Source: an optimization exercise on an open RTL-to-GDS flow (aim: small area, a short achievable clock period and few clock cycles). Production flows keep margins and buffers that such runs may drop. Where RTL was checked, it was by simulation tests only, not by an equivalence proof against the original. For run 1, only the layout was checked, not whether the RTL still works. Power figures rest on the tool's default switching activity, not on a simulated workload.

[flow/flow/run.sh]
#!/bin/bash
# Layout flow: the standard layout (standard.sh, ORFS with the standard synthesis), with two
# changes: the port buffers are buf_2 cells instead of the resizer's default pick, and the pins
# may sit on adjacent routing tracks, so the die need not grow to fit 1360 pins.
# Each tool's full output is kept in a log file of its own in this folder.
set -euo pipefail
export BUFFER_PORTS_ARGS="-buffer_cell sky130_fd_sc_hd__buf_2"
export PLACE_PINS_ARGS="-min_distance 1 -min_distance_in_tracks"
bash standard.sh synth > synth.log 2>&1
bash standard.sh > layout.log 2>&1
[flow/standard.sh]
#!/bin/bash
# synth_recipe.tcl (not shown) runs the flow's synth.tcl, then flattens the netlist and writes it again
# the make line also repeats each setting of config.mk as NAME=value (left out here)
make -C /OpenROAD-flow-scripts/flow DESIGN_CONFIG=/design/flow/config.mk WORK_HOME=/design/flow/orfs CLKGATE_MAP_FILE= SYNTH_SCRIPT=/design/flow/synth_recipe.tcl "${@:-finish}"
[flow/config.mk]
export PLATFORM = sky130hd
export DESIGN_NAME = accum_bank_ctl
export DESIGN_NICKNAME = accum_bank_ctl
export VERILOG_FILES = /design/flow/design.v
export SDC_FILE = /design/flow/constraint.sdc
export NUM_CORES = 4
export LEC_CHECK = 0
export CAP_MARGIN = 20
export CORE_MARGIN = 2
export CORE_UTILIZATION = 45
export SETUP_SLACK_MARGIN = 2.4
export SLEW_MARGIN = 20
[flow/constraint.sdc]
create_clock -name core_clock -period 4.8 [get_ports {clk}]
set_input_delay 0.9600 -clock core_clock [delete_from_list [all_inputs] [get_ports {clk}]]
set_output_delay 0.9600 -clock core_clock [all_outputs]
set_load 0.01 [all_outputs]
[flow/design.v]
package accum_pkg;
    localparam int LO_W = 17;    
endpackage
module accum_lane
#(
    parameter int IN_W  = 17,
    parameter int ACC_W = 24,
    parameter int L0_W  = 9
) (
    input  logic             clk,
    input  logic             clr_i,    
    input  logic             en_i,     
    input  logic [IN_W-1:0]  in_i,
    output logic [ACC_W-1:0] acc_o,
    output logic             ovf_o
);
    localparam int L1_W = IN_W - L0_W;
    localparam int HI_W = ACC_W - IN_W;
    logic [L0_W-1:0] lo0_q, lo0_s, lo0_n;
    logic [L1_W-1:0] lo1_q, lo1_s, b1;
    logic [HI_W-1:0] hi_q, hi_s;
    logic            c0_q, c0_s, c1_q, c1_s, hc, ovf_q, sat;
    assign b1            = in_i[IN_W-1:L0_W] & {L1_W{en_i}};
    assign {c0_s, lo0_s} = {1'b0, lo0_q} + {1'b0, in_i[L0_W-1:0]};
    assign {c1_s, lo1_s} = {1'b0, lo1_q} + {1'b0, b1} + {{L1_W{1'b0}}, c0_q};
    assign {hc, hi_s}    = {1'b0, hi_q} + {{HI_W{1'b0}}, c1_q};
    assign sat           = ovf_q | hc;
    assign lo0_n         = en_i ? lo0_s : lo0_q;
    always_ff @(posedge clk) begin
        lo0_q <= (lo0_n | {L0_W{sat}}) & {L0_W{~clr_i}};
        lo1_q <= (lo1_s | {L1_W{sat}}) & {L1_W{~clr_i}};
        hi_q  <= (hi_s | {HI_W{sat}}) & {HI_W{~clr_i}};
        c0_q  <= en_i & c0_s & ~clr_i;
        c1_q  <= c1_s & ~clr_i;
        ovf_q <= sat & ~clr_i;
    end
    assign acc_o = {hi_q, lo1_q, lo0_q};
    assign ovf_o = ovf_q;
endmodule
module accum_bank_ctl
#(
    parameter int NUM_CH   = 32,
    parameter int IN_W     = 17,
    parameter int ACC_W    = 24,
    parameter int CNT_W    = 8
) (
    input  logic                    clk,
    input  logic                    reset_n,
    input  logic                    start,
    input  logic [CNT_W-1:0]        len,
    input  logic                    in_valid,
    output logic                    in_ready,
    input  logic [NUM_CH*IN_W-1:0]  accum_i,
    output logic                    out_valid,
    input  logic                    out_ready,
    output logic [NUM_CH*ACC_W-1:0] result,
    output logic [NUM_CH-1:0]       ovf,
    output logic                    busy
);
    logic             busy_q, rdy_q, vld_q;
    logic [1:0]       settle_q;
    logic [CNT_W-1:0] cnt_q;
    logic             go, beat, last;
    assign go   = start & (~busy_q | (vld_q & out_ready));
    assign beat = in_valid & rdy_q;
    assign last = beat & (cnt_q == CNT_W'(1));
    always_ff @(posedge clk or negedge reset_n) begin
        if (!reset_n) begin
            busy_q   <= 1'b0;
            rdy_q    <= 1'b0;
            vld_q    <= 1'b0;
            settle_q <= '0;
            cnt_q    <= '0;
        end else begin
            settle_q <= {settle_q[0], last} & {2{~go}};
            if (go) begin
                busy_q <= 1'b1;
                rdy_q  <= |len;
                vld_q  <= ~|len;
                cnt_q  <= len;
            end else begin
                if (beat) cnt_q <= cnt_q - CNT_W'(1);
                if (last) rdy_q <= 1'b0;
                if (settle_q[1]) vld_q <= 1'b1;
                if (vld_q & out_ready) begin
                    vld_q  <= 1'b0;
                    busy_q <= 1'b0;
                end
            end
        end
    end
    for (genvar i = 0; i < NUM_CH; i++) begin : g_lane
        accum_lane #(.IN_W(IN_W), .ACC_W(ACC_W)) u_lane (
            .clk    (clk),
            .clr_i  (go),
            .en_i   (beat),
            .in_i   (accum_i[i*IN_W +: IN_W]),
            .acc_o  (result[i*ACC_W +: ACC_W]),
            .ovf_o  (ovf[i])
        );
    end
    assign in_ready  = rdy_q;
    assign out_valid = vld_q;
    assign busy      = busy_q;
endmodule
==> summary.txt, run 1 <==
Seq pwr share=27.8%; CTS Hold Buffers Added=0; Ports=1360; global routing's busiest layer=met2; area growth from synthesis to layout=30.8%; Die X-Extent=352 um; count leader, synth=dfxtp_1; initial antenna violation count=166; post-route DRC violation count=0; synth warn=2; vias per cell=5.92; largest net degree at the start of global routing=126; f_max=352 MHz; switching share of power=38.0%; first-pass GRT wire length=327000 um; worst hold path class=input port to async pin; die area=124000 sq um; Final HPWL DP=158000 um; PwrDens=438 nW/um^2; critical path type=input port to flip-flop; number of synthesized flops with an enable pin=0; fin area=71100 sq um; per-cell routed wire length=24.3 um; GP Congestion=1.01; syn_area_per_cell=8.70 sq um; ranking of synthesized cells by area=dfxtp_1 (32%), ha_1 (13%), a21oi_1 (4.7%), fa_1 (3.5%), and3_1 (3.4%); Core ar.=120000 sq um; Clock Root Buffer=clkbuf_16; vias in the first global route=52297; Initial Util=45.4%; GRT met3 Usage=14.9%; Antenna Violating Nets Remaining=0; Synth top area share=31.8%; met2 Use GR=50.6%; # fillers=10875; Hold Vio Cnt, Final=0; Num CTS Buffers=105; Final min period=2840 ps; first drt pass iteration count=9; Peak VDD IR=296 uV; clock power share=26.9%; Die Ht=352 um; Psw=11.8 mW; nets@finish=8865; CP startpoint=in_valid; Clock Pin Slew Worst Setup and Hold Paths=60 ps; Total Routing Usage GR=34.6%; Synth area leader=dfxtp_1; top post-synthesis cells by count=dfxtp_1 (864), ha_1 (578), a21oi_1 (512); layout cells sized above 1=29.8%; CP required=5370 ps; Max-slew headroom=42.8%; First DRT Iteration DRCs=4290; Syn Nets=7476; synthesized instance count=6245; CP Launch Type=input port; asr flop ratio synth=1.48%; maxcap violations=0; num rows=127; # clock sinks=877; crit share post-route=59.2%; max-slew violation count=0; TNS Setup=0 ps; Leak=30.2 nW; Worst-Margin Slew=855 ps; cell area after synthesis=54300 sq um; RSZ-0062 raised after global routing=true; final core utilization=59.3%; Max clock buf depth=3; final setup vio count=0; Skew-Pair Late Insertion Delay=710 ps; Synth Flop Type=dfxtp_1; CTS tree=built; Int Pwr=19.3 mW; total wire length=229000 um; status=complete, no violations; instance area at placement=63100 sq um; CP Data Arrival Time=3410 ps; register area share after synthesis=32.4%; crit path capture type=flip-flop; H-tree levels=3; grt met1 use=40.2%; Comb power frac=45.3%; critical path peak fanout=13; vias=55886; FF+latch count, synth=877; gr ovfl total=0; Yosys cell types=67; Clock Skews=20.7 ps; IO buf count=1359; reg2reg start=rdy_q
## registers in the layout, summed over array words and instances, names as in the netlist
| register | count |
|---|---|
| g_lane.u_lane.lo0_q | 288 |
| g_lane.u_lane.lo1_q | 256 |
| g_lane.u_lane.hi_q | 224 |
| g_lane.u_lane.c0_q | 32 |
| g_lane.u_lane.c1_q | 32 |
| g_lane.u_lane.ovf_q | 32 |
| cnt_q | 8 |
| settle_q | 2 |
| busy_q | 1 |
| rdy_q | 1 |
| vld_q | 1 |
## per-stage QoR
step	worst slack, ps	instances	power (mW)	hold WS [ps]
after CTS	2060	9263	29.9	120
after global placement	838	8931	19.8	434
after global routing	1890	9406	32.9	155
after floorplan	1620	6245	17.1	428
final	1960	9435	31.1	165
after detailed placement	763	8932	20.0	443
## timing repair
item	CTS	global route
buffers inserted	119	61
cloned	16	11
gates resized for setup	216	207
pin swaps	146	165
endpoints found under the setup margin	390	318
## cells in the final DEF (no fill, tap or decap), drive strengths merged, types with 20 or more instances in the layout
cell    instances
a211o          26
a211oi         32
a21o           97
a21oi         512
a221oi         37
a311oi        107
a31oi         149
a41o           30
a41oi          40
and2           42
and3          294
and4           22
buf          1605
clkbuf        169
clkinv         23
dfxtp         864
diode         100
fa             96
ha            578
inv           198
mux2i          38
nand2         466
nand3         176
nand4          20
nor2          450
nor2b          67
nor3          309
nor4           89
o211a          53
o211ai         42
o21a          128
o21ai         291
o21bai         26
o31a           65
or2            27
or3            30
xnor2         136
xor2          176
## final cells by class
| type | count | area [sq um] | area share, % |
|---|---|---|---|
| antenna | 100 | 250 | 0.352 |
| clock buffer | 159 | 3210 | 4.51 |
| clock inverter | 37 | 374 | 0.527 |
| inverter | 195 | 747 | 1.05 |
| multi-input combinational | 4830 | 36700 | 51.7 |
| sequential | 877 | 17600 | 24.8 |
| tap | 1612 | 2020 | 2.84 |
| timing repair buffer | 1625 | 10100 | 14.2 |
## critical path: stages
cell	delay, ps
buf_16	170
and2_4	210
buf_12	180
buf_16	130
buf_12	160
buf_6	120
nand2_4	40
fa_2	360
fa_2	390
nor2b_2	150
o31a_1	150
o21a_1	170
o211a_1	150
nor3_1	40
## power groups by stage
stage               Sequential [mW]  Combinational [mW]  Clock [mW]
detailed placement             8.77                11.2           0
finish                         8.64                14.1        8.38
global placement               8.76                11.1           0
global route                   8.72                15.4        8.76
CTS                            8.63                12.8        8.48
floorplan                      8.84                8.21           0
## kinds of logic (layout without fill, tap and decap cells)
kind of cell	Yosys count	count (layout)	share of synthesized area [%]
simple gates	2067	2069	18.8
other cells	0	100	0
mux	38	38	0.700
buf+inv	540	2016	4.38
compound gates	1737	1737	21.8
flops	877	877	32.4
fa+ha+maj	674	674	16.8
xor+xnor	312	312	5.03
## routing by layer
layer  wire length, um  vias to the layer above
li1                  -                    25973
met1             87600                    26587
met2             96800                     2359
met3             25300                      843
met4             18900                      124
met5               761                        -
## final timing paths
kind / endpoint / slack, ps / cells past startpoint
min in group core_clock: settle_q[1] / 470 / 1
min: cnt_q[4] / 160 / 1
max: g_lane[10].u_lane.lo1_q[6] / 1960 / 14
min reg2reg: settle_q[1] / 470 / 1
max in group asynchronous: rdy_q / 4350 / 1
max reg2reg: g_lane[10].u_lane.lo1_q[6] / 1980 / 13
==> run 2, diff against run 1 <==
--- a/flow/design.v
+++ b/flow/design.v
@@ -17,21 +17,23 @@
     localparam int L1_W = IN_W - L0_W;
     localparam int HI_W = ACC_W - IN_W;
     logic [L0_W-1:0] lo0_q, lo0_s, lo0_n;
-    logic [L1_W-1:0] lo1_q, lo1_s, b1;
+    logic [L1_W-1:0] lo1_q, lo1_s, lo1_i, lo1_n;
     logic [HI_W-1:0] hi_q, hi_s;
-    logic            c0_q, c0_s, c1_q, c1_s, hc, ovf_q, sat;
-    assign b1            = in_i[IN_W-1:L0_W] & {L1_W{en_i}};
+    logic            c0_q, c0_s, c1_q, c1_s, c1_i, c1_n, hc, ovf_q, sat;
     assign {c0_s, lo0_s} = {1'b0, lo0_q} + {1'b0, in_i[L0_W-1:0]};
-    assign {c1_s, lo1_s} = {1'b0, lo1_q} + {1'b0, b1} + {{L1_W{1'b0}}, c0_q};
+    assign {c1_s, lo1_s} = {1'b0, lo1_q} + {1'b0, in_i[IN_W-1:L0_W]} + {{L1_W{1'b0}}, c0_q};
+    assign {c1_i, lo1_i} = {1'b0, lo1_q} + {{L1_W{1'b0}}, c0_q};
     assign {hc, hi_s}    = {1'b0, hi_q} + {{HI_W{1'b0}}, c1_q};
     assign sat           = ovf_q | hc;
-    assign lo0_n         = en_i ? lo0_s : lo0_q;
+    assign lo0_n = en_i ? lo0_s : lo0_q;
+    assign lo1_n = en_i ? lo1_s : lo1_i;
+    assign c1_n  = en_i ? c1_s : c1_i;
     always_ff @(posedge clk) begin
         lo0_q <= (lo0_n | {L0_W{sat}}) & {L0_W{~clr_i}};
-        lo1_q <= (lo1_s | {L1_W{sat}}) & {L1_W{~clr_i}};
+        lo1_q <= (lo1_n | {L1_W{sat}}) & {L1_W{~clr_i}};
         hi_q  <= (hi_s | {HI_W{sat}}) & {HI_W{~clr_i}};
         c0_q  <= en_i & c0_s & ~clr_i;
-        c1_q  <= c1_s & ~clr_i;
+        c1_q  <= c1_n & ~clr_i;
         ovf_q <= sat & ~clr_i;
     end
     assign acc_o = {hi_q, lo1_q, lo0_q};
--- a/flow/config.mk
+++ b/flow/config.mk
@@ -8,5 +8,5 @@
 export CAP_MARGIN = 20
 export CORE_MARGIN = 2
 export CORE_UTILIZATION = 45
-export SETUP_SLACK_MARGIN = 2.4
+export SETUP_SLACK_MARGIN = 2.7
 export SLEW_MARGIN = 20
==> run 2 against run 1 <==
Still clean. Worst hold slack got worse by 44 ps. Via count increased by 20%. Area after synthesis increased by 12%. Synthesized cell count increased by 18%. Clock skew increased by 7.6 ps. Flip-flop and latch count unchanged. Critical path depth decreased by 13. Clock power increased by 11%. Wire length increased by 15%. Worst setup slack improved by 400 ps. Die area increased by 12%. Critical path type is now flip-flop to primary output. Largest power group unchanged.
==> summary.txt, run 2 <==
Total Routing Usage GR=35.5%; Synth area leader=dfxtp_1; Synth Flop Type=dfxtp_1; f_max=410 MHz; largest net degree at the start of global routing=178; R2R setup slack=2470 ps; final core utilization=67.5%; Psw=12.4 mW; Largest regs=g_lane.u_lane.lo0_q: 288 flops, g_lane.u_lane.lo1_q: 256 flops, g_lane.u_lane.hi_q: 224 flops; CP Data Arrival Time=1480 ps; crit-path cells=buf_6; Hold Vio Cnt, Final=0; critical path type=flip-flop to primary output; GP Congestion=0.956; vias per cell=5.91; most frequent cells in the layout=buf_4 (849), buf_6 (815), a21oi_1 (636); Worst-Margin Slew=801 ps; CTS tree=built; H-tree levels=3; Clock Pin Slew Worst Setup and Hold Paths=60 ps; storage element area=19600 sq um; Final HPWL DP=174000 um; maxcap violations=0; Seq pwr share=26.6%; Leak=37.1 nW; status=complete, no violations; max-slew violation count=0; FF+latch count, synth=877; layout cells sized above 1=42.2%; clock power share=28.4%; crit share post-route=50.8%; PwrDens=361 nW/um^2; commonest non-fill, non-tap cell in the layout=buf_4; Max-slew headroom=46.4%; Die X-Extent=372 um; worst reg2reg path endpoint=g_lane[20].u_lane.c1_q; Comb power frac=45.0%; vias in the first global route=64188; First DRT Iteration DRCs=4530; final worst slack=2360 ps; reg2reg start=rdy_q; # clock sinks=877; WP buf/inv=1; delay-heaviest family, CP=flip-flops; CP required=3840 ps; syn_area_per_cell=8.29 sq um; IO buf count=1359; Core ar.=135000 sq um; Peak VDD IR=347 uV; worst hold path class=input port to async pin; Place WS=1470 ps; max incr delay on CP=570 ps; Synth top area share=28.4%; first drt pass iteration count=7; Final Total Pwr=32.9 mW; ranking of synthesized cells by area=dfxtp_1 (28%), ha_1 (13%), a21oi_1 (5.8%), o21ai_0 (4.0%), xnor2_1 (3.2%); top post-synthesis cells by count=dfxtp_1 (864), a21oi_1 (710), ha_1 (642); number of synthesized flops with an enable pin=0; Clock Skews=28.2 ps; Largest register FFs=288; Int Pwr=20.5 mW; per-cell routed wire length=23.2 um; Antenna Violating Nets Remaining=0; asr flop ratio synth=1.48%; total wire length=263000 um; fin area=91100 sq um; TNS Setup=0 ps; largest register by flop count=g_lane.u_lane.lo0_q; Num CTS Buffers=109; Clock Root Buffer=clkbuf_16; nets@finish=10662; # fillers=11016; Multi-input gate area=44300 sq um; Max clock buf depth=3; path depth of the worst reg2reg path=4; slowest stage cell on the critical path=dfrtp_4; gr ovfl total=0; count leader, synth=dfxtp_1; critical path peak fanout=6; synth warn=2; num rows=135; Die Ht=372 um; synthesized instance count=7355; final setup vio count=0; CP Launch Type=flip-flop; Yosys cell types=78; area growth from synthesis to layout=49.4%; crit path capture type=primary output; Final min period=2440 ps; RSZ-0062 raised after global routing=true; initial antenna violation count=174; register area share after synthesis=28.9%; vias=67050; Skew-Pair Late Insertion Delay=740 ps; die area=138000 sq um; Syn Nets=8650; Initial Util=45.2%; Ports=1360; post-route DRC violation count=0; first-pass GRT wire length=385000 um; cell area after synthesis=61000 sq um; switching share of power=37.7%; instance area at placement=72500 sq um
[run 2: power by group through the flow]
stage / registers (mW) / clock network [mW] / logic [mW]
3_3_place_gp: 9.03 / 0 / 11.7
6_report: 8.76 / 9.33 / 14.8
3_5_place_dp: 9.05 / 0 / 11.9
4_1_cts: 8.75 / 9.43 / 14.0
5_1_grt: 8.83 / 9.76 / 16.1
2_1_floorplan: 9.04 / 0 / 8.73
[run 2: worst reg2reg max path: stages, from the launching register on]
cell,delay (ps)
dfrtp_4,540
and2_4,570
buf_4,570
a41oi_1,120
a2111oi_1,400
[run 2: per-stage QoR]
stage	hold slack, ps	std cells
2_1_floorplan	428	7355
3_3_place_gp	471	10184
3_5_place_dp	458	10184
4_1_cts	88.4	11115
5_1_grt	113	11307
6_report	121	11343
[run 2: worst max path at each step]
stage / start / cells past startpoint / to / slack, ps
after floorplan: accum_i[145] / 8 / g_lane[8].u_lane.c1_q / 2270
after CTS: rdy_q / 1 / in_ready / 2310
after global placement: out_ready / 6 / g_lane[23].u_lane.lo0_q[5] / 1500
after global routing: rdy_q / 1 / in_ready / 2330
after detailed placement: out_ready / 6 / g_lane[24].u_lane.lo0_q[5] / 1470
final: rdy_q / 1 / in_ready / 2360
[run 2: kinds of logic after synthesis]
family | Yosys count | share of synthesized area, %
xor gates and xnor gates | 408 | 5.86
muxes | 91 | 1.51
buffers and inverters | 692 | 5.24
adders and majority gates | 738 | 16.3
DFF | 877 | 28.9
AOI/OAI and AO/OA | 2198 | 22.5
and+or+nand+nor | 2351 | 19.6
[run 2: final cells by class]
class | instances | share of cell area [%]
repair buffers | 2272 | 21.4
flip-flops and latches | 877 | 21.5
clock buffers | 144 | 3.45
multi-input cells | 5790 | 48.6
clock inverters | 57 | 0.972
well taps | 1781 | 2.45
diodes | 105 | 0.288
inverters | 317 | 1.31
[run 2: metal layers]
metal	track usage, %	part of all wire, %	wire (um)	vias to the layer above
met5	0.245	0.33	861	-
met4	21.7	7.3	19200	130
met2	53.5	43	113000	2871
met3	14.0	11	28000	895
li1	-	-	-	31250
met1	42.4	39	102000	31904
[run 2: what timing repair did]
item                       in CTS  in global routing
setup buffers                 718                114
hold buffers                    0                  0
gates resized for setup      2436                105
setup endpoints to repair    1613               1131
pin swaps                       6                 69
gates cloned                   12                  8
Testbench counts of run 2, summed over its fixed seeds: cycles 17,923.
==> run 3, diff against run 2 <==
--- a/flow/config.mk
+++ b/flow/config.mk
@@ -8,5 +8,5 @@
 export CAP_MARGIN = 20
 export CORE_MARGIN = 2
 export CORE_UTILIZATION = 45
-export SETUP_SLACK_MARGIN = 2.7
+export SETUP_SLACK_MARGIN = 2.4
 export SLEW_MARGIN = 20
==> run 3 against run 2 <==
First-iteration DRC count is 2.7% lower. Worst hold slack better by 52 ps. Wire length decreased by 10%. Largest power group unchanged. Total power decreased by 11%. Non-clock buffer count down 845. Die area is the same. Sequential power up 1%. Combinational power shrank 22%. Synthesized cell count unchanged. Critical path depth unchanged. Sequential share of layout area is 2.6 points higher. Area after synthesis unchanged.
==> summary.txt, run 3 <==
status=complete, no violations; first drt pass iteration count=5; crit share post-route=49.9%; Final min period=2390 ps; f_max=418 MHz; synthesized instance count=7355; CTS tree=built; TNS Setup=0 ps; PwrDens=398 nW/um^2; Final HPWL DP=175000 um; largest net degree at the start of global routing=187; vias per cell=5.97; # clock sinks=877; max-slew violation count=0; register area share after synthesis=28.9%; crit-path cells=buf_2; metal3 WL=25100 um; ranking of synthesized cells by area=dfxtp_1 (28%), ha_1 (13%), a21oi_1 (5.8%), o21ai_0 (4.0%), xnor2_1 (3.2%); number of synthesized flops with an enable pin=0; die area=138000 sq um; max incr delay on CP=480 ps; area growth from synthesis to layout=20.8%; Core ar.=135000 sq um; slowest stage cell on the critical path=dfxtp_1; first-pass GRT wire length=347000 um; layout cells sized above 1=22.1%; syn_area_per_cell=8.29 sq um; Clock Pin Slew Worst Setup and Hold Paths=60 ps; Hold Vio Cnt, Final=0; Max-slew headroom=28.6%; met1 wire length=96300 um; CP required=3840 ps; Die X-Extent=372 um; Clock Root Buffer=clkbuf_16; cell area after synthesis=61000 sq um; Largest regs=g_lane.u_lane.lo0_q: 288 flops, g_lane.u_lane.lo1_q: 256 flops, g_lane.u_lane.hi_q: 224 flops; maxcap violations=0; FF+latch count, synth=877; Top Metal Used=met5; IO buf count=1359; per-cell routed wire length=22.5 um; most frequent cells in the layout=buf_2 (1346), dfxtp_1 (793), a21oi_1 (690); hold_ws=173 ps; vias in the first global route=57522; H-tree levels=3; Synth Flop Type=dfxtp_1; Peak VDD IR=309 uV; total wire length=235000 um; worst hold path class=input port to async pin; crit path capture type=primary output; gr ovfl total=0; critical path type=flip-flop to primary output; synth warn=2; Final Total Pwr=29.3 mW; Synth area leader=dfxtp_1; CP Data Arrival Time=1430 ps; Skew-Pair Late Insertion Delay=720 ps; largest register by flop count=g_lane.u_lane.lo0_q; final setup vio count=0; Met2 Wirelength=97000 um; num rows=135; Ports=1360; Initial Util=45.2%; critical path peak fanout=4; Yosys cell types=78; Syn Nets=8650; post-route DRC violation count=0; CP Launch Type=flip-flop; First DRT Iteration DRCs=4406; WP buf/inv=1; Total Routing Usage GR=31.9%; delay-heaviest family, CP=flip-flops; Antenna Violating Nets Remaining=0; nets@finish=9810; Clock Skews=28.2 ps; Worst-Margin Slew=1070 ps; top post-synthesis cells by count=dfxtp_1 (864), a21oi_1 (710), ha_1 (642); Max clock buf depth=3; commonest non-fill, non-tap cell in the layout=buf_2; Largest register FFs=288; Die Ht=372 um; count leader, synth=dfxtp_1; Synth top area share=28.4%; GP Congestion=1.01; initial antenna violation count=151; vias=62511; Leak=30.2 nW; RSZ-0062 raised after global routing=true; Num CTS Buffers=105; asr flop ratio synth=1.48%
==> run 3: logic make-up (layout without fill, tap and decap cells) <==
kind of cell               after synthesis  in the layout  share of synthesized area [%]
buffers and inverters                  692           1940                           5.24
muxes                                   91             91                           1.51
xor gates and xnor gates               408            408                           5.86
AOI/OAI and AO/OA                     2198           2198                           22.5
adders and majority gates              738            738                           16.3
other                                    0             87                              0
and+or+nand+nor                       2351           2352                           19.6
DFF                                    877            877                           28.9
==> run 3: worst paths after layout <==
| check | to | start | slack, ps | depth (start not counted) |
|---|---|---|---|---|
| worst max-delay path | result[109] | g_lane[4].u_lane.lo1_q[4] | 2410 | 1 |
| worst min-delay path | busy_q | reset_n | 170 | 1 |
| worst max register to register | g_lane[5].u_lane.c1_q | vld_q | 2420 | 5 |
| worst min register to register | settle_q[1] | settle_q[0] | 460 | 1 |
| max in group asynchronous | vld_q | reset_n | 4290 | 1 |
| min in group core_clock | settle_q[1] | settle_q[0] | 460 | 1 |
==> run 3: report_power, final <==
group          leakage [nW]  switching [mW]  internal (mW)  total (mW)
sequential             7.14           0.837           8.06        8.89
combinational          21.2            6.86           4.76        11.6
clock                  1.85            3.53           5.26        8.79
total                  30.2            11.2           18.1        29.3
==> run 3: final cells by class <==
type	instances	area (sq um)
clock buffer	151	3120
antenna	87	218
tap	1781	2230
timing repair buffer	1427	7630
clock inverter	45	636
inverter	317	1190
sequential	877	17700
multi-input combinational	5787	40900
fill	12988	61300
==> run 3: metrics by stage <==
step | worst slack [ps] | std cells | cell area [sq um] | utilization, %
4_1_cts | 2390 | 10381 | 73300 | 54.3
3_5_place_dp | 1680 | 10181 | 69400 | 51.4
2_1_floorplan | 2270 | 7355 | 61500 | -
6_report | 2410 | 10472 | 73700 | 54.6
3_3_place_gp | 1720 | 10181 | 69400 | 51.4
5_1_grt | 2310 | 10447 | 73600 | 54.5
==> run 3: layer usage <==
layer / GRT usage, % / vias to the layer above
li1: - / 29543
met1: 39.4 / 29547
met2: 46.0 / 2583
met3: 12.5 / 738
met4: 20.6 / 100
met5: 0.350 / -
==> run 3: timing repair <==
action                                  in CTS  in global routing
hold buffers                                 0                  0
endpoints found under the setup margin     339                131
resized for setup                           59                 38
pin swaps                                    0                  1
buffers inserted                             4                  0
cloned                                       0                  3
==> run 4, diff against run 3 <==
--- a/flow/config.mk
+++ b/flow/config.mk
@@ -7,6 +7,6 @@
 export LEC_CHECK = 0
 export CAP_MARGIN = 20
 export CORE_MARGIN = 2
-export CORE_UTILIZATION = 45
+export CORE_UTILIZATION = 55
 export SETUP_SLACK_MARGIN = 2.4
 export SLEW_MARGIN = 20
==> run 4 against run 3 <==
The flow now stops in global routing (5_1_grt). Area after synthesis stayed put. Synthesized cell count stayed put.
==> summary.txt, run 4 <==
Place WS=1750 ps; synthesized instance count=7355; num rows=122; Error=[ERROR GRT-0116] Global routing finished with congestion. Check the congestion regions in the DRC Viewer.; IO buf count=1359; Cells after DPL=9900; instance area at placement=69100 sq um; count leader, synth=dfxtp_1; Num CTS Buffers=104; Total Routing Usage GR=38.6%; Ports=1360; Synth area leader=dfxtp_1; # clock sinks=877; Max clock buf depth=3; number of synthesized flops with an enable pin=0; Yosys cell types=78; Initial Util=55.3%; syn_area_per_cell=8.29 sq um; top post-synthesis cells by count=dfxtp_1 (864), a21oi_1 (710), ha_1 (642); Die X-Extent=337 um; Die Ht=337 um; Synth Flop Type=dfxtp_1; GP Congestion=1.01; failing step=global routing (5_1_grt); register area share after synthesis=28.9%; Syn Nets=8650; asr flop ratio synth=1.48%; Clock Root Buffer=clkbuf_16; first-pass GRT wire length=340000 um; gr ovfl total=5; status=did not finish; cell area after synthesis=61000 sq um; Final HPWL DP=165000 um; synth warn=2; FF+latch count, synth=877; ranking of synthesized cells by area=dfxtp_1 (28%), ha_1 (13%), a21oi_1 (5.8%), o21ai_0 (4.0%), xnor2_1 (3.2%); largest net degree at the start of global routing=148; Synth top area share=28.4%; vias in the first global route=59538; H-tree levels=3
## run 4: kinds of logic after synthesis
logic type,count (synthesis),share of synthesized area (%)
multiplexers,91,1.51
adder cells (fa/ha/maj),738,16.3
buffers and inverters,692,5.24
AO/OA/AOI/OAI,2198,22.5
XOR/XNOR,408,5.86
flip-flops,877,28.9
AND/OR/NAND/NOR,2351,19.6
## run 4: worst max-delay path by stage
stage | to
floorplan | g_lane[8].u_lane.c1_q
global placement | g_lane[21].u_lane.c1_q
detailed placement | g_lane[17].u_lane.c1_q
CTS | in_ready
## run 4: power by group through the flow
| stage | combinational (mW) | clock [mW] | sequential (mW) |
|---|---|---|---|
| detailed placement | 11.2 | 0 | 9.00 |
| floorplan | 8.22 | 0 | 9.01 |
| CTS | 11.3 | 8.33 | 8.85 |
| global placement | 11.0 | 0 | 8.98 |
## run 4: per-layer routing
metal | GRT usage, % | overflow
met5 | 1.11 | 0
met4 | 30.4 | 1
met3 | 16.2 | 0
met2 | 59.3 | 4
met1 | 42.0 | 0
## run 4: repair_timing
action / in CTS
gates resized for setup: 13
hold buffers: 0
gates cloned: 1
buffers inserted: 6
setup endpoints to repair: 302
==> run 5, diff against run 4 <==
==> flow/flow/run.sh (replaced) <==
#!/bin/bash
# Layout flow: the standard layout (standard.sh, ORFS with the standard synthesis), with two
# changes: the port buffers are buf_1 cells instead of the resizer's default pick, and the pins
# may sit on adjacent routing tracks, so the die need not grow to fit 1360 pins.
# Each tool's full output is kept in a log file of its own in this folder.
set -euo pipefail
export BUFFER_PORTS_ARGS="-buffer_cell sky130_fd_sc_hd__buf_1"
export PLACE_PINS_ARGS="-min_distance 1 -min_distance_in_tracks"
bash standard.sh synth > synth.log 2>&1
bash standard.sh > layout.log 2>&1
--- a/flow/config.mk
+++ b/flow/config.mk
@@ -7,6 +7,6 @@
 export LEC_CHECK = 0
 export CAP_MARGIN = 20
 export CORE_MARGIN = 2
-export CORE_UTILIZATION = 55
+export CORE_UTILIZATION = 60
 export SETUP_SLACK_MARGIN = 2.4
 export SLEW_MARGIN = 20
==> run 5 against run 4 <==
The run again fails in global routing (5_1_grt). Synthesized cell count stayed put. Area after synthesis stayed put.
==> summary.txt, run 5 <==
Clock Root Buffer=clkbuf_16; CTS Hold Buffers Added=0; Syn Nets=8650; # clock sinks=877; synth warn=2; gr ovfl total=3; syn_area_per_cell=8.29 sq um; Synth area leader=dfxtp_1; H-tree levels=3; status=did not finish; count leader, synth=dfxtp_1; Total Routing Usage GR=42.2%; Cells after DPL=9757; top post-synthesis cells by count=dfxtp_1 (864), a21oi_1 (710), ha_1 (642); first-pass GRT wire length=343000 um; instance area at placement=67100 sq um; largest net degree at the start of global routing=197; IO buf count=1359; GP Congestion=1.02; Synth top area share=28.4%; Max clock buf depth=3; Final HPWL DP=161000 um; cell area after synthesis=61000 sq um; number of synthesized flops with an enable pin=0; ranking of synthesized cells by area=dfxtp_1 (28%), ha_1 (13%), a21oi_1 (5.8%), o21ai_0 (4.0%), xnor2_1 (3.2%); Die X-Extent=323 um; vias in the first global route=61002; synthesized instance count=7355; asr flop ratio synth=1.48%; Initial Util=60.7%; register area share after synthesis=28.9%; Error=[ERROR GRT-0116] Global routing finished with congestion. Check the congestion regions in the DRC Viewer.; Num CTS Buffers=101; Ports=1360; num rows=116; Yosys cell types=78; Synth Flop Type=dfxtp_1; FF+latch count, synth=877; Die Ht=323 um; Place WS=1370 ps; failing step=global routing (5_1_grt)
## run 5: cell counts after synthesis
No cell type changed its count.
## run 5: cells by family after synthesis
logic type / share of synthesized area, %
and+or+nand+nor: 19.6
buffers and inverters: 5.24
AOI/OAI and AO/OA: 22.5
xor gates and xnor gates: 5.86
DFF: 28.9
muxes: 1.51
adders and majority gates: 16.3
## run 5: worst max path at each step
| stage | cells after the start | endpoint | start |
|---|---|---|---|
| after detailed placement | 6 | g_lane[7].u_lane.c0_q | in_valid |
| after floorplan | 8 | g_lane[8].u_lane.c1_q | accum_i[145] |
| after global placement | 6 | g_lane[31].u_lane.c0_q | in_valid |
| after CTS | 1 | in_ready | rdy_q |
## run 5: power by group through the flow
stage	Combinational, mW	Sequential, mW	Clock (mW)
after floorplan	8.22	9.01	0
after global placement	10.7	8.98	0
after detailed placement	11.0	9.00	0
after CTS	11.2	8.86	8.44
## run 5: layer usage
| layer | overflow | global-route usage (%) |
|---|---|---|
| met5 | 0 | 2.73 |
| met4 | 2 | 35.7 |
| met3 | 0 | 18.9 |
| met1 | 0 | 44.8 |
| met2 | 1 | 64.0 |
## run 5: what timing repair did
| action | CTS |
|---|---|
| gates resized for setup | 87 |
| pin swaps | 2 |
| setup buffers | 2 |
| setup endpoints to repair | 338 |
| gates cloned | 2 |
==> run 6, diff against run 5 <==
--- a/flow/config.mk
+++ b/flow/config.mk
@@ -7,6 +7,6 @@
 export LEC_CHECK = 0
 export CAP_MARGIN = 20
 export CORE_MARGIN = 2
-export CORE_UTILIZATION = 60
+export CORE_UTILIZATION = 50
 export SETUP_SLACK_MARGIN = 2.4
 export SLEW_MARGIN = 20
==> run 6 against run 5 <==
Synthesized cell count stayed put. Area after synthesis unchanged. Now clean on timing, DRC and antenna.
==> summary.txt, run 6 <==
CP required=3840 ps; synthesized instance count=7355; TNS Setup=0 ps; Max-slew headroom=27.7%; largest net degree at the start of global routing=179; Die Ht=353 um; vias in the first global route=57397; max incr delay on CP=470 ps; Num CTS Buffers=106; per-cell routed wire length=22.2 um; met1 wire length=91200 um; Worst-Margin Slew=1080 ps; GP Congestion=0.980; syn_area_per_cell=8.29 sq um; Die X-Extent=353 um; ranking of synthesized cells by area=dfxtp_1 (28%), ha_1 (13%), a21oi_1 (5.8%), o21ai_0 (4.0%), xnor2_1 (3.2%); first drt pass iteration count=6; initial antenna violation count=132; reg2reg start=vld_q; Top Metal Used=met5; vias=61841; WP buf/inv=1; Syn Nets=8650; asr flop ratio synth=1.48%; Largest register FFs=288; crit-path cells=buf_4; Hold Vio Cnt, Final=0; final setup vio count=0; Antenna Violating Nets Remaining=0; metal3 WL=23500 um; FF+latch count, synth=877; Peak VDD IR=522 uV; H-tree levels=3; final worst slack=2420 ps; count leader, synth=dfxtp_1; PwrDens=399 nW/um^2; total wire length=229000 um; Synth area leader=dfxtp_1; register area share after synthesis=28.9%; vias per cell=6.00; Clock Skews=26.0 ps; Met2 Wirelength=95800 um; First DRT Iteration DRCs=4683; num rows=128; crit path capture type=primary output; commonest non-fill, non-tap cell in the layout=buf_1; Ports=1360; IO buf count=1359; RSZ-0062 raised after global routing=true; number of synthesized flops with an enable pin=0; area growth from synthesis to layout=17.6%; # clock sinks=877; Yosys cell types=78; Largest regs=g_lane.u_lane.lo0_q: 288 flops, g_lane.u_lane.lo1_q: 256 flops, g_lane.u_lane.hi_q: 224 flops; top post-synthesis cells by count=dfxtp_1 (864), a21oi_1 (710), ha_1 (642); nets@finish=9806; CP Data Arrival Time=1420 ps; Final HPWL DP=171000 um; max-slew violation count=0; gr ovfl total=0; f_max=420 MHz; storage element area=17700 sq um; synth warn=2; Multi-input gate area=40900 sq um; Max clock buf depth=3; largest register by flop count=g_lane.u_lane.lo0_q; status=complete, no violations; layout cells sized above 1=8.66%; cell area after synthesis=61000 sq um; most frequent cells in the layout=buf_1 (1142), dfxtp_1 (790), a21oi_1 (690); critical path peak fanout=3; # fillers=11560; delay-heaviest family, CP=flip-flops; slowest stage cell on the critical path=dfrtp_2; CP Launch Type=flip-flop; Core ar.=121000 sq um; Final min period=2380 ps; first-pass GRT wire length=343000 um; die area=125000 sq um; Initial Util=50.2%; Skew-Pair Late Insertion Delay=730 ps; Synth top area share=28.4%; Place WS=1520 ps; crit share post-route=49.6%; CTS tree=built; post-route DRC violation count=0; Leak=27.9 nW; Total Routing Usage GR=34.9%; worst hold path class=input port to async pin; Clock Root Buffer=clkbuf_16; Synth Flop Type=dfxtp_1; CP startpoint=vld_q; Clock Pin Slew Worst Setup and Hold Paths=60 ps; maxcap violations=0; critical path type=flip-flop to primary output
==> run 6: cell counts after synthesis <==
Identical to the previous run, type by type.
==> run 6: worst paths after layout <==
check                                        endpoint  slack [ps]  cells after the start
hold reg to reg                           settle_q[1]         450                      1
max in group asynchronous                       rdy_q        3740                      1
hold / removal                                 busy_q         380                      1
min in group core_clock                   settle_q[1]         450                      1
setup / recovery                            out_valid        2420                      1
setup reg to reg           g_lane[24].u_lane.lo0_q[5]        2430                      5
==> run 6: logic make-up (layout without fill, tap and decap cells) <==
group | after synthesis | count (layout) | share of synthesized area [%]
simple gates | 2351 | 2353 | 19.6
compound gates | 2198 | 2198 | 22.5
flops | 877 | 877 | 28.9
fa+ha+maj | 738 | 738 | 16.3
buf+inv | 692 | 1935 | 5.24
xor+xnor | 408 | 408 | 5.86
mux | 91 | 91 | 1.51
other cells | 0 | 78 | 0
==> run 6: worst reg2reg max path: cells and delay by family (launching register included) <==
kind / cells / cell delay, ps
buffers and inverters: 2 / 760
and+or+nand+nor: 1 / 380
AOI/OAI and AO/OA: 2 / 600
DFF: 1 / 470
==> run 6: timing repair <==
item,4_1_cts,5_1_grt
setup buffers,4,0
pin swaps,2,1
hold buffers,0,0
gates cloned,2,0
gates resized for setup,213,95
setup endpoints to repair,240,96
==> run 6: layout make-up <==
| type | instances | share of cell area (%) |
|---|---|---|
| Clock inverter | 35 | 0.516 |
| Antenna cell | 78 | 0.272 |
| Tap cell | 1625 | 2.84 |
| Timing Repair Buffer | 1421 | 8.57 |
| Inverter | 317 | 1.66 |
| Sequential cell | 877 | 24.7 |
| Multi-Input combinational cell | 5788 | 57.0 |
| Clock buffer | 162 | 4.41 |
==> run 6: stage by stage <==
| stage | util [%] | hold WS [ps] | instance area, sq um | cells | total power [mW] |
|---|---|---|---|---|---|
| floorplan | - | 428 | 61500 | 7355 | 17.2 |
| global placement | 55.6 | 451 | 67500 | 10021 | 19.9 |
| detailed placement | 55.6 | 436 | 67500 | 10021 | 20.1 |
| CTS | 58.8 | 348 | 71400 | 10224 | 28.6 |
| global route | 59.0 | 400 | 71700 | 10279 | 30.4 |
| finish | 59.1 | 375 | 71700 | 10303 | 28.6 |
==> run 6: per-layer routing <==
metal | vias to the layer above | GRT usage, %
met5 | - | 0
met4 | 98 | 24.3
met3 | 733 | 14.0
met2 | 2281 | 51.0
met1 | 29188 | 41.8
li1 | 29541 | -
==> run 6: power breakdown <==
group	internal [mW]	total, mW	switching (mW)
logic	4.59	11.4	6.79
clock network	4.89	8.32	3.43
registers	8.06	8.92	0.861
==> run 7, diff against run 6 <==
--- a/flow/config.mk
+++ b/flow/config.mk
@@ -8,5 +8,5 @@
 export CAP_MARGIN = 20
 export CORE_MARGIN = 2
 export CORE_UTILIZATION = 50
-export SETUP_SLACK_MARGIN = 2.4
+export SETUP_SLACK_MARGIN = 2.3
 export SLEW_MARGIN = 20
==> run 7 against run 6 <==
Still clean. Worst hold slack worse by 100 ps. Utilization is 0.43 points lower. Maximum frequency is 4.4% lower. First-iteration DRC count is 7.0% higher. Combinational power hardly changed. Critical path depth stayed put. Wire length hardly changed. Sequential share of layout area is 0.051 points higher. Worst setup slack worse by 110 ps. Count of clock-buffer cells in the layout is 2 lower. Critical endpoint is now result[39].
==> summary.txt, run 7 <==
slowest stage cell on the critical path=dfxtp_1; RSZ-0062 raised after global routing=false; WP buf/inv=1; top post-synthesis cells by count=dfxtp_1 (864), a21oi_1 (710), ha_1 (642); Die X-Extent=353 um; gr ovfl total=0; R2R setup slack=2450 ps; most frequent cells in the layout=buf_1 (1308), dfxtp_1 (863), a21oi_1 (699); Max clock buf depth=3; Final Total Pwr=28.7 mW; Yosys cell types=78; PwrDens=403 nW/um^2; delay-heaviest family, CP=flip-flops; Synth Area in Adders=16.3%; Final HPWL DP=170000 um; first drt pass iteration count=5; f_max=401 MHz; post-synthesis mux area share=1.51%; CP Launch Type=flip-flop; count leader, synth=dfxtp_1; status=complete, no violations; nets@finish=9810; first-pass GRT wire length=342000 um; num rows=128; Synth top area share=28.4%; hold_ws=275 ps; Total Routing Usage GR=34.9%; worst reg2reg path endpoint=g_lane[8].u_lane.c1_q; Synth Area in Compound Gates=22.5%; CTS tree=built; max incr delay on CP=410 ps; vias in the first global route=57056; path depth of the worst reg2reg path=5; Initial Util=50.2%; Largest regs=g_lane.u_lane.lo0_q: 288 flops, g_lane.u_lane.lo1_q: 256 flops, g_lane.u_lane.hi_q: 224 flops; TNS Setup=0 ps; syn_area_per_cell=8.29 sq um; CP required=3840 ps; Ports=1360; vias per cell=5.98; initial antenna violation count=137; # clock sinks=877; number of synthesized flops with an enable pin=0; cell area after synthesis=61000 sq um; worst hold path class=input port to async pin; Clock Pin Slew Worst Setup and Hold Paths=60 ps; Clock Skews=24.0 ps; crit path capture type=primary output; vias=61679; First DRT Iteration DRCs=5013; critical path peak fanout=5; GP Congestion=0.979; Worst-Margin Slew=1080 ps; largest register by flop count=g_lane.u_lane.lo0_q; Synth Flop Type=dfxtp_1; Antenna Violating Nets Remaining=0; crit share post-route=51.9%; asr flop ratio synth=1.48%; Hold Vio Cnt, Final=0; max-slew violation count=0; ranking of synthesized cells by area=dfxtp_1 (28%), ha_1 (13%), a21oi_1 (5.8%), o21ai_0 (4.0%), xnor2_1 (3.2%); synthesized instance count=7355; per-cell routed wire length=22.2 um; largest net degree at the start of global routing=163; CTS Hold Buffers Added=0; IO buf count=1359; XOR/XNOR Fraction of Synth Area=5.86%; reg2reg start=vld_q; CP Data Arrival Time=1530 ps; area growth from synthesis to layout=16.7%; Skew-Pair Late Insertion Delay=740 ps; Clock Root Buffer=clkbuf_16; Die Ht=353 um; Largest register FFs=288; Syn Nets=8650; Peak VDD IR=310 uV; H-tree levels=3; # fillers=11571; Synth area leader=dfxtp_1; layout cells sized above 1=5.01%; Core ar.=121000 sq um; synth warn=2; Num CTS Buffers=107; Final min period=2490 ps; register area share after synthesis=28.9%; maxcap violations=0; total wire length=229000 um; Max-slew headroom=27.8%; Leak=27.8 nW; die area=125000 sq um; final setup vio count=0; crit-path cells=buf_1; critical path type=flip-flop to primary output; commonest non-fill, non-tap cell in the layout=buf_1; Synth Area in Simple Gates=19.6%; FF+latch count, synth=877; post-route DRC violation count=0; main combinational cell family by area after synthesis=compound AO/OA/AOI/OAI gates
-- run 7: changes by cell type in the layout (fill, tap and decap cells not counted), moves of 32 or more --
cell     change
buf_1      +166
fa_1        +32
fa_2        -32
dfxtp_1     +73
buf_2      -138
dfxtp_2     -73
-- run 7: layout make-up --
cell class | instances | area [sq um] | area share [%]
timing repair buffer | 1425 | 5920 | 8.32
tap | 1625 | 2030 | 2.86
clock inverter | 43 | 485 | 0.682
clock buffer | 160 | 3220 | 4.52
inverter | 317 | 1190 | 1.67
multi-input combinational | 5787 | 40500 | 56.9
antenna | 73 | 183 | 0.257
sequential | 877 | 17600 | 24.8
-- run 7: worst max path at each step --
stage | cells past startpoint | start | endpoint
final | 1 | g_lane[1].u_lane.lo1_q[6] | result[39]
after global routing | 1 | g_lane[14].u_lane.hi_q[3] | result[356]
after CTS | 1 | g_lane[1].u_lane.hi_q[1] | result[42]
after detailed placement | 6 | in_valid | g_lane[31].u_lane.c0_q
after global placement | 6 | in_valid | g_lane[7].u_lane.c0_q
after floorplan | 8 | accum_i[145] | g_lane[8].u_lane.c1_q
-- run 7: cell families after synthesis --
family,count (synthesis)
buffers and inverters,692
AOI/OAI and AO/OA,2198
adders and majority gates,738
xor gates and xnor gates,408
and+or+nand+nor,2351
DFF,877
muxes,91
-- run 7: worst register-to-register path: cells and delay by family, from the launching register on --
kind / cells / cell delay, ps
flops: 1 / 400
buf+inv: 1 / 500
compound gates: 3 / 710
simple gates: 1 / 680
-- run 7: through the flow --
step	area (sq um)	setup WS, ps	std cells	util (%)
finish	71200	2310	10307	58.6
global route	71200	2300	10292	58.6
CTS	70900	2280	10231	58.4
detailed placement	67200	1530	10026	55.3
global placement	67200	1550	10026	55.3
floorplan	61100	2250	7355	-
-- run 7: timing repair --
item / 4_1_cts / 5_1_grt
endpoints found under the setup margin: 52 / 36
setup buffers: 2 / 0
pin swaps: 1 / 1
cloned: 0 / 1
resized for setup: 31 / 24
-- run 7: routing by layer --
| metal | part of all wire, % | vias up | track usage, % |
|---|---|---|---|
| li1 | - | 29526 | - |
| met1 | 39 | 28991 | 41.6 |
| met2 | 41 | 2321 | 50.1 |
| met3 | 11 | 721 | 14.4 |
| met4 | 8.0 | 120 | 25.7 |
| met5 | 0.32 | - | 0.830 |
-- run 7: power breakdown --
part	leakage (nW)	internal [mW]	total, mW	switching [mW]
Clock	1.84	5.11	8.64	3.53
Combinational	18.8	4.50	11.2	6.70
Sequential	7.18	8.05	8.88	0.834
==> run 8, diff against run 7 <==
--- a/flow/config.mk
+++ b/flow/config.mk
@@ -8,5 +8,5 @@
 export CAP_MARGIN = 20
 export CORE_MARGIN = 2
 export CORE_UTILIZATION = 50
-export SETUP_SLACK_MARGIN = 2.3
+export SETUP_SLACK_MARGIN = 2.5
 export SLEW_MARGIN = 20
==> run 8 against run 7 <==
Still clean. Via count is 0.64% higher. Utilization grew 2.1 points. Final cell count grew 0.31%. Clock skew increased by 3.9 ps. Wire length is 0.50% higher. Critical path depth up 1. Largest power group unchanged.
==> summary.txt, run 8 <==
layout cells sized above 1=15.7%; total wire length=230000 um; CTS Hold Buffers Added=0; max-slew violation count=0; first-pass GRT wire length=344000 um; PwrDens=398 nW/um^2; Ports=1360; CTS tree=built; Synth Flop Type=dfxtp_1; top post-synthesis cells by count=dfxtp_1 (864), a21oi_1 (710), ha_1 (642); Die Ht=353 um; Num CTS Buffers=107; die area=125000 sq um; Max clock buf depth=3; vias=62071; f_max=426 MHz; RSZ-0062 raised after global routing=true; Clock Root Buffer=clkbuf_16; critical path peak fanout=6; slowest stage cell on the critical path=dfrtp_1; initial antenna violation count=158; register area share after synthesis=28.9%; Place WS=1250 ps; CP required=3840 ps; worst hold path class=input port to async pin; asr flop ratio synth=1.48%; final worst slack=2450 ps; max incr delay on CP=380 ps; Peak VDD IR=386 uV; Worst-Margin Slew=1150 ps; Yosys cell types=78; Initial Util=50.2%; WP buf/inv=2; maxcap violations=0; first drt pass iteration count=8; Synth top area share=28.4%; Final HPWL DP=169000 um; synth warn=2; critical path type=flip-flop to primary output; reg2reg start=rdy_q; CP Data Arrival Time=1390 ps; Comb power frac=39.8%; Final min period=2350 ps; First DRT Iteration DRCs=4443; # fillers=11367; H-tree levels=3; most frequent cells in the layout=buf_1 (973), a21oi_1 (655), ha_1 (634); Leak=28.4 nW; Synth Area in Adders=16.3%; Total Routing Usage GR=35.1%; Synth area leader=dfxtp_1; status=complete, no violations; TNS Setup=0 ps; Int Pwr=18.2 mW; Antenna Violating Nets Remaining=0; number of synthesized flops with an enable pin=0; largest register by flop count=g_lane.u_lane.lo0_q; post-route DRC violation count=0; main combinational cell family by area after synthesis=compound AO/OA/AOI/OAI gates; FF+latch count, synth=877; nets@finish=9821; XOR/XNOR Fraction of Synth Area=5.86%; Synth Area in Compound Gates=22.5%; synthesized instance count=7355; syn_area_per_cell=8.29 sq um; per-cell routed wire length=22.3 um; Largest register FFs=288; ranking of synthesized cells by area=dfxtp_1 (28%), ha_1 (13%), a21oi_1 (5.8%), o21ai_0 (4.0%), xnor2_1 (3.2%); Seq pwr share=30.4%; vias per cell=6.00; hold_ws=422 ps; gr ovfl total=0; cell area after synthesis=61000 sq um; final setup vio count=0; delay-heaviest family, CP=flip-flops; CP startpoint=rdy_q; largest net degree at the start of global routing=206; area growth from synthesis to layout=20.9%; Syn Nets=8650; crit share post-route=48.9%; Die X-Extent=353 um; GP Congestion=0.960; Psw=11.2 mW; Clock Pin Slew Worst Setup and Hold Paths=60 ps; Core ar.=121000 sq um; IO buf count=1359; crit path capture type=primary output; num rows=128; Hold Vio Cnt, Final=0; Largest regs=g_lane.u_lane.lo0_q: 288 flops, g_lane.u_lane.lo1_q: 256 flops, g_lane.u_lane.hi_q: 224 flops; count leader, synth=dfxtp_1; post-synthesis mux area share=1.51%; Skew-Pair Late Insertion Delay=730 ps; CP Launch Type=flip-flop; crit-path cells=buf_8 > buf_6; commonest non-fill, non-tap cell in the layout=buf_1; Clock Skews=27.9 ps; clock power share=29.8%; Max-slew headroom=23.3%; switching share of power=38.1%; # clock sinks=877; vias in the first global route=57786; Synth Area in Simple Gates=19.6%
run 8: cell counts after synthesis:
No cell type changed its count.
run 8: cell families after synthesis:
family | after synthesis
mux | 91
flops | 877
fa+ha+maj | 738
simple gates | 2351
compound gates | 2198
buf+inv | 692
xor+xnor | 408
run 8: area by class of cell:
cell class | instances | area [sq um] | share of cell area, %
clock buffers | 153 | 3140 | 4.26
flip-flops and latches | 877 | 18000 | 24.5
diodes | 100 | 250 | 0.339
clock inverters | 44 | 583 | 0.791
multi-input cells | 5787 | 41700 | 56.5
repair buffers | 1436 | 6830 | 9.26
inverters | 317 | 1190 | 1.61
well taps | 1625 | 2030 | 2.76
run 8: final timing paths:
path                       slack, ps                         end  cells past startpoint
setup / recovery                2450                    in_ready                      2
hold / removal                   420                      busy_q                      1
setup reg to reg                2540  g_lane[23].u_lane.lo1_q[6]                      7
hold reg to reg                  460                 settle_q[1]                      1
max in group asynchronous       3650                       vld_q                      1
min in group core_clock          460                 settle_q[1]                      1
run 8: per-stage QoR:
step	cell area, sq um	total power, mW	instances	util [%]
finish	73700	29.4	10339	60.7
global route	73700	31.1	10313	60.7
CTS	73200	29.2	10228	60.3
detailed placement	68200	20.2	10025	56.2
global placement	68200	20.1	10025	56.2
floorplan	62200	17.4	7355	-
run 8: repair_timing:
item / in CTS / in global routing
resized for setup: 777 / 77
setup buffers: 4 / 9
pin swaps: 1 / 5
gates cloned: 2 / 2
setup endpoints to repair: 793 / 152
run 8: per-layer routing:
| layer | track usage, % | routed length, um | vias up |
|---|---|---|---|
| met5 | 1.13 | 698 | - |
| met4 | 27.2 | 18200 | 110 |
| met3 | 14.1 | 24100 | 712 |
| met2 | 50.0 | 96100 | 2254 |
| met1 | 41.8 | 91000 | 29368 |
| li1 | - | - | 29627 |
run 8: power by group through the flow:
stage / Clock (mW) / Sequential [mW] / Combinational [mW]
2_1_floorplan: 0 / 9.01 / 8.37
3_3_place_gp: 0 / 9.00 / 11.1
3_5_place_dp: 0 / 9.01 / 11.2
4_1_cts: 8.85 / 8.91 / 11.4
5_1_grt: 9.13 / 9.02 / 13.0
6_report: 8.74 / 8.93 / 11.7
==> run 9, diff against run 8 <==
==> flow/flow/run.sh (replaced) <==
#!/bin/bash
# Layout flow: the standard layout (standard.sh, ORFS with the standard synthesis), with two
# changes: the port buffers are buf_1 cells instead of the resizer's default pick, and the pins
# may sit on adjacent routing tracks, so the die need not grow to fit 1360 pins; and global
# routing derates the layers by 12% instead of 20% (flow/grt.tcl), for the dense pin rows.
# Each tool's full output is kept in a log file of its own in this folder.
set -euo pipefail
export BUFFER_PORTS_ARGS="-buffer_cell sky130_fd_sc_hd__buf_1"
export PLACE_PINS_ARGS="-min_distance 1 -min_distance_in_tracks"
export PRE_GLOBAL_ROUTE_TCL="$(pwd)/flow/grt.tcl"
bash standard.sh synth > synth.log 2>&1
bash standard.sh > layout.log 2>&1
==> flow/flow/grt.tcl (new file) <==
# Before global routing: derate the routing layers' capacity a little less than the
# platform's 20%, so a single over-full edge near the dense pin rows does not stop the flow.
set_global_routing_layer_adjustment met1-met5 0.12
--- a/flow/config.mk
+++ b/flow/config.mk
@@ -7,6 +7,6 @@
 export LEC_CHECK = 0
 export CAP_MARGIN = 20
 export CORE_MARGIN = 2
-export CORE_UTILIZATION = 50
-export SETUP_SLACK_MARGIN = 2.5
+export CORE_UTILIZATION = 55
+export SETUP_SLACK_MARGIN = 2.4
 export SLEW_MARGIN = 20
==> run 9 against run 8 <==
Combinational power is essentially flat. Register-to-register slack lost 100 ps. Synthesized cell count is the same. Final area shrank 3.1%. Area after synthesis is the same. First-iteration DRC count grew 7.4%. Via count grew 0.66%. Wire length shrank 2.7%. Global-route usage shrank 0.97 points. Final cell count shrank 1.4%. Worst hold slack lost 120 ps.
==> summary.txt, run 9 <==
First DRT Iteration DRCs=4771; Clock Pin Slew Worst Setup and Hold Paths=60 ps; f_max=417 MHz; Cells after DPL=9903; most frequent cells in the layout=buf_1 (1226), dfxtp_1 (844), a21oi_1 (690); max incr delay on CP=400 ps; largest net degree at the start of global routing=164; vias=62480; Initial Util=55.3%; top post-synthesis cells by count=dfxtp_1 (864), a21oi_1 (710), ha_1 (642); synthesized instance count=7355; Syn Nets=8650; num rows=122; ranking of synthesized cells by area=dfxtp_1 (28%), ha_1 (13%), a21oi_1 (5.8%), o21ai_0 (4.0%), xnor2_1 (3.2%); cell area after synthesis=61000 sq um; Core ar.=110000 sq um; number of synthesized flops with an enable pin=0; Total Routing Usage GR=34.1%; critical path type=flip-flop to primary output; Synth Flop Type=dfxtp_1; area growth from synthesis to layout=17.2%; worst hold path class=input port to async pin; first drt pass iteration count=6; syn_area_per_cell=8.29 sq um; Yosys cell types=78; Peak VDD IR=316 uV; nets@finish=9831; Final min period=2400 ps; largest register by flop count=g_lane.u_lane.lo0_q; status=complete, no violations; IO buf count=1359; crit-path cells=buf_1; slowest stage cell on the critical path=dfxtp_1; vias per cell=6.13; TNS Setup=0 ps; PwrDens=400 nW/um^2; layout cells sized above 1=7.24%; Clock Root Buffer=clkbuf_16; GP Congestion=1.00; Ports=1360; register area share after synthesis=28.9%; vias in the first global route=56702; first-pass GRT wire length=329000 um; Synth top area share=28.4%; Leak=28.0 nW; FF+latch count, synth=877; WP buf/inv=1; non-filler cells, final=10197; Die Ht=337 um; post-route DRC violation count=0; total wire length=224000 um; CTS Hold Buffers Added=0; final setup vio count=0; Largest register FFs=288; asr flop ratio synth=1.48%; Largest regs=g_lane.u_lane.lo0_q: 288 flops, g_lane.u_lane.lo1_q: 256 flops, g_lane.u_lane.hi_q: 224 flops; delay-heaviest family, CP=flip-flops; die area=114000 sq um; Max-slew headroom=27.5%; CTS tree=built; Clock Skews=21.0 ps; per-cell routed wire length=22.0 um; CP Launch Type=flip-flop; max-slew violation count=0; Antenna Violating Nets Remaining=0; CP required=3840 ps; Num CTS Buffers=103; critical path peak fanout=4; RSZ-0062 raised after global routing=true; Worst-Margin Slew=1090 ps; count leader, synth=dfxtp_1; CP Data Arrival Time=1440 ps; # clock sinks=877; synth warn=2; Final HPWL DP=166000 um; Die X-Extent=337 um; H-tree levels=3; crit share post-route=50.0%; initial antenna violation count=135; gr ovfl total=0; commonest non-fill, non-tap cell in the layout=buf_1; Skew-Pair Late Insertion Delay=710 ps; Max clock buf depth=3; Hold Vio Cnt, Final=0; crit path capture type=primary output; maxcap violations=0; Synth area leader=dfxtp_1
run 9: cell counts after synthesis:
No cell type changed its count.
run 9: repair_timing:
item                                    in CTS  in global routing
endpoints found under the setup margin     411                129
endpoints found under the hold margin        0                  0
cloned                                       4                  1
pin swaps                                    1                  1
resized for setup                           97                 66
buffers inserted                             2                  9
run 9: logic make-up (layout without fill, tap and decap cells):
group,count (synthesis),in the layout,share of synthesized area [%]
XOR/XNOR,408,408,5.86
flip-flops,877,877,28.9
AO/OA/AOI/OAI,2198,2198,22.5
adder cells (fa/ha/maj),738,738,16.3
AND/OR/NAND/NOR,2351,2356,19.6
other,0,90,0
buffers and inverters,692,1951,5.24
multiplexers,91,91,1.51
run 9: path summary, 6_finish.rpt:
path                                       startpoint                         end  slack [ps]  cells past startpoint
max                        g_lane[24].u_lane.lo1_q[7]                 result[592]        2400                      1
min                                           reset_n                    cnt_q[4]         300                      1
max reg2reg                                     rdy_q  g_lane[31].u_lane.lo1_q[6]        2440                      8
min reg2reg                               settle_q[0]                 settle_q[1]         450                      1
max in group asynchronous                     reset_n                       rdy_q        3960                      1
min in group core_clock                   settle_q[0]                 settle_q[1]         450                      1
run 9: area by class of cell:
class	count	area (sq um)
diodes	90	225
clock buffers	151	3020
clock inverters	37	439
fillers	10040	38900
inverters	317	1190
multi-input cells	5791	40900
flip-flops and latches	877	17700
well taps	1488	1860
repair buffers	1446	6220
run 9: report_power, final:
group          switching (mW)  internal, mW  total (mW)  leakage, nW
Sequential              0.829          8.05        8.88         7.17
Combinational            6.84          4.65        11.5         19.1
Clock                    3.36          4.87        8.23         1.73
run 9: metal layers:
metal	track usage, %	vias to the layer above	wire length [um]
met1	38.3	29358	83500
met4	26.5	78	21400
li1	-	29613	-
met3	12.1	817	21800
met5	0	-	538
met2	51.3	2614	96900
run 9: metrics by stage:
| stage | setup slack, ps | hold WS, ps | total power [mW] | utilization [%] | instance area [sq um] |
|---|---|---|---|---|---|
| after detailed placement | 1570 | 439 | 20.1 | 61.1 | 67400 |
| after global placement | 1610 | 431 | 19.9 | 61.1 | 67400 |
| after global routing | 2390 | 341 | 30.3 | 64.7 | 71400 |
| final | 2400 | 299 | 28.6 | 64.8 | 71500 |
| after CTS | 2390 | 283 | 28.4 | 64.4 | 71000 |
| after floorplan | 2270 | 428 | 17.2 | - | 61500 |
==> run 10, diff against run 9 <==
--- a/flow/config.mk
+++ b/flow/config.mk
@@ -7,6 +7,6 @@
 export LEC_CHECK = 0
 export CAP_MARGIN = 20
 export CORE_MARGIN = 2
-export CORE_UTILIZATION = 55
+export CORE_UTILIZATION = 60
 export SETUP_SLACK_MARGIN = 2.4
 export SLEW_MARGIN = 20
==> run 10 against run 9 <==
Critical path type unchanged. Sequential power is essentially flat. Worst setup slack lost 38 ps. Area after synthesis is the same. Die area shrank 8.2%. Final cell count shrank 1.4%. First-iteration DRC count grew 4.1%. Flip-flop and latch count is the same. Clock power grew 2%. Final area shrank 0.40%. Wire length shrank 1.3%. Sequential share of layout area grew 0.075 points.
==> summary.txt, run 10 <==
synth warn=2; status=complete, no violations; FF+latch count, synth=877; Peak VDD IR=367 uV; Num CTS Buffers=101; PwrDens=402 nW/um^2; first drt pass iteration count=6; syn_area_per_cell=8.29 sq um; initial antenna violation count=135; gr ovfl total=0; first-pass GRT wire length=328000 um; area growth from synthesis to layout=16.7%; Cells after DPL=9757; post-route DRC violation count=0; CP Data Arrival Time=1480 ps; CP Launch Type=flip-flop; number of synthesized flops with an enable pin=0; f_max=411 MHz; critical path peak fanout=8; slowest stage cell on the critical path=dfrtp_4; # fillers=8558; Place WS=1370 ps; crit-path cells=buf_6; num rows=116; vias in the first global route=57491; Leak=27.8 nW; instance area at placement=67100 sq um; Clock Pin Slew Worst Setup and Hold Paths=60 ps; Worst-Margin Slew=1140 ps; TNS Setup=0 ps; H-tree levels=3; largest net degree at the start of global routing=197; Antenna Violating Nets Remaining=0; top post-synthesis cells by count=dfxtp_1 (864), a21oi_1 (710), ha_1 (642); # clock sinks=877; commonest non-fill, non-tap cell in the layout=buf_1; per-cell routed wire length=22.0 um; vias=62627; max-slew violation count=0; RSZ-0062 raised after global routing=true; maxcap violations=0; Ports=1360; Largest register FFs=288; Yosys cell types=78; Final HPWL DP=161000 um; asr flop ratio synth=1.48%; Max clock buf depth=3; layout cells sized above 1=6.66%; Initial Util=60.7%; Final min period=2440 ps; total wire length=221000 um; fin area=71200 sq um; GP Congestion=1.02; crit share post-route=50.7%; max incr delay on CP=590 ps; Max-slew headroom=24.0%; storage element area=17600 sq um; Total Routing Usage GR=36.8%; WP buf/inv=1; Synth top area share=28.4%; CTS tree=built; delay-heaviest family, CP=flip-flops; die area=104000 sq um; CP required=3840 ps; critical path type=flip-flop to primary output; vias per cell=6.23; synthesized instance count=7355; nets@finish=9808; Synth area leader=dfxtp_1; ranking of synthesized cells by area=dfxtp_1 (28%), ha_1 (13%), a21oi_1 (5.8%), o21ai_0 (4.0%), xnor2_1 (3.2%); Largest regs=g_lane.u_lane.lo0_q: 288 flops, g_lane.u_lane.lo1_q: 256 flops, g_lane.u_lane.hi_q: 224 flops; Skew-Pair Late Insertion Delay=700 ps; Synth Flop Type=dfxtp_1; count leader, synth=dfxtp_1; register area share after synthesis=28.9%; Core ar.=100000 sq um; Syn Nets=8650; cell area after synthesis=61000 sq um; Hold Vio Cnt, Final=0; crit path capture type=primary output; most frequent cells in the layout=buf_1 (1247), dfxtp_1 (858), a21oi_1 (690); Multi-input gate area=40900 sq um; final setup vio count=0; Die X-Extent=323 um; largest register by flop count=g_lane.u_lane.lo0_q; final worst slack=2360 ps; Clock Root Buffer=clkbuf_16; IO buf count=1359; First DRT Iteration DRCs=4967; Clock Skews=29.2 ps; non-filler cells, final=10053; worst hold path class=input port to async pin; Die Ht=323 um; hold_ws=281 ps
[run 10: logic make-up after synthesis]
group,count (synthesis),share of synthesized area [%]
simple gates,2351,19.6
compound gates,2198,22.5
flops,877,28.9
fa+ha+maj,738,16.3
buf+inv,692,5.24
xor+xnor,408,5.86
mux,91,1.51
[run 10: cell type report]
cell class / count / share of cell area (%)
Antenna cell: 101 / 0.355
Clock buffer: 145 / 4.20
Clock inverter: 40 / 0.794
Inverter: 317 / 1.67
Multi-Input combinational cell: 5790 / 57.4
Sequential cell: 877 / 24.8
Tap cell: 1357 / 2.38
Timing Repair Buffer: 1426 / 8.43
[run 10: timing repair]
item,4_1_cts,5_1_grt
gates resized for setup,87,50
gates cloned,2,2
setup endpoints to repair,338,65
pin swaps,2,1
buffers inserted,2,4
hold buffers,0,0
[run 10: final timing paths]
kind | depth (start not counted) | end | slack [ps] | start
setup / recovery | 1 | in_ready | 2360 | rdy_q
hold / removal | 1 | cnt_q[0] | 280 | reset_n
setup reg to reg | 5 | g_lane[30].u_lane.c1_q | 2460 | vld_q
hold reg to reg | 1 | settle_q[1] | 470 | settle_q[0]
max in group asynchronous | 1 | rdy_q | 4000 | reset_n
min in group core_clock | 1 | settle_q[1] | 470 | settle_q[0]
[run 10: metrics by stage]
stage / util [%] / power [mW]
after floorplan: - / 17.2
after CTS: 70.5 / 28.5
after global routing: 70.8 / 30.3
final: 70.9 / 28.6
after global placement: 66.8 / 19.7
after detailed placement: 66.8 / 20.0
[run 10: per-layer routing]
| metal | up-vias | wire [um] | global-route usage [%] |
|---|---|---|---|
| li1 | 29540 | - | - |
| met1 | 29452 | 80000 | 40.0 |
| met2 | 2705 | 94900 | 54.8 |
| met3 | 862 | 22300 | 13.7 |
| met4 | 68 | 23400 | 31.8 |
| met5 | - | 446 | 0.602 |
[run 10: where the power goes]
part | leakage (nW) | internal [mW] | total (mW) | switching [mW]
registers | 7.17 | 8.05 | 8.88 | 0.835
logic | 18.9 | 4.59 | 11.4 | 6.79
clock network | 1.76 | 5.05 | 8.38 | 3.32
total | 27.8 | 17.7 | 28.6 | 10.9

-- afterwards: timing with drivers on the ports --
How much do the figures lean on ideal ports? The routed layouts below were timed once more, with nothing changed but the port constraints. Step 1: set_driving_cell puts a clkbuf_16 on clk and a buf_2 on each other input, an assumption about the parent block. Step 2 times the ports against the registers' clock, not the clock port: input delays grow and output delays shrink by t, the midpoint of the rising clock arrivals with the driver on. Slacks: ideal / step 1 / step 2; pairs: ideal / step 1.
run | t, ns | setup slack, ns | worst data-port slew with drivers (ns)
run 1 | 0.776 | 1.959 / 1.852 / 1.077 | 0.25
run 2 | 0.811 | 2.360 / 2.276 / 1.632 | 0.29
run 3 | 0.790 | 2.406 / 2.326 / 1.814 | 0.22
run 6 | 0.801 | 2.418 / 2.334 / 1.771 | 0.25
run 7 | 0.802 | 2.308 / 2.229 / 1.683 | 0.28
run 8 | 0.795 | 2.453 / 2.371 / 1.757 | 0.26
run 9 | 0.780 | 2.402 / 2.321 / 1.700 | 0.29
run 10 | 0.766 | 2.364 / 2.284 / 1.600 | 0.29
After both steps every run listed still meets setup and hold. The setup slack of run 1, which loses most, moves by -0.107 ns with the drivers and by -0.882 ns with both steps.
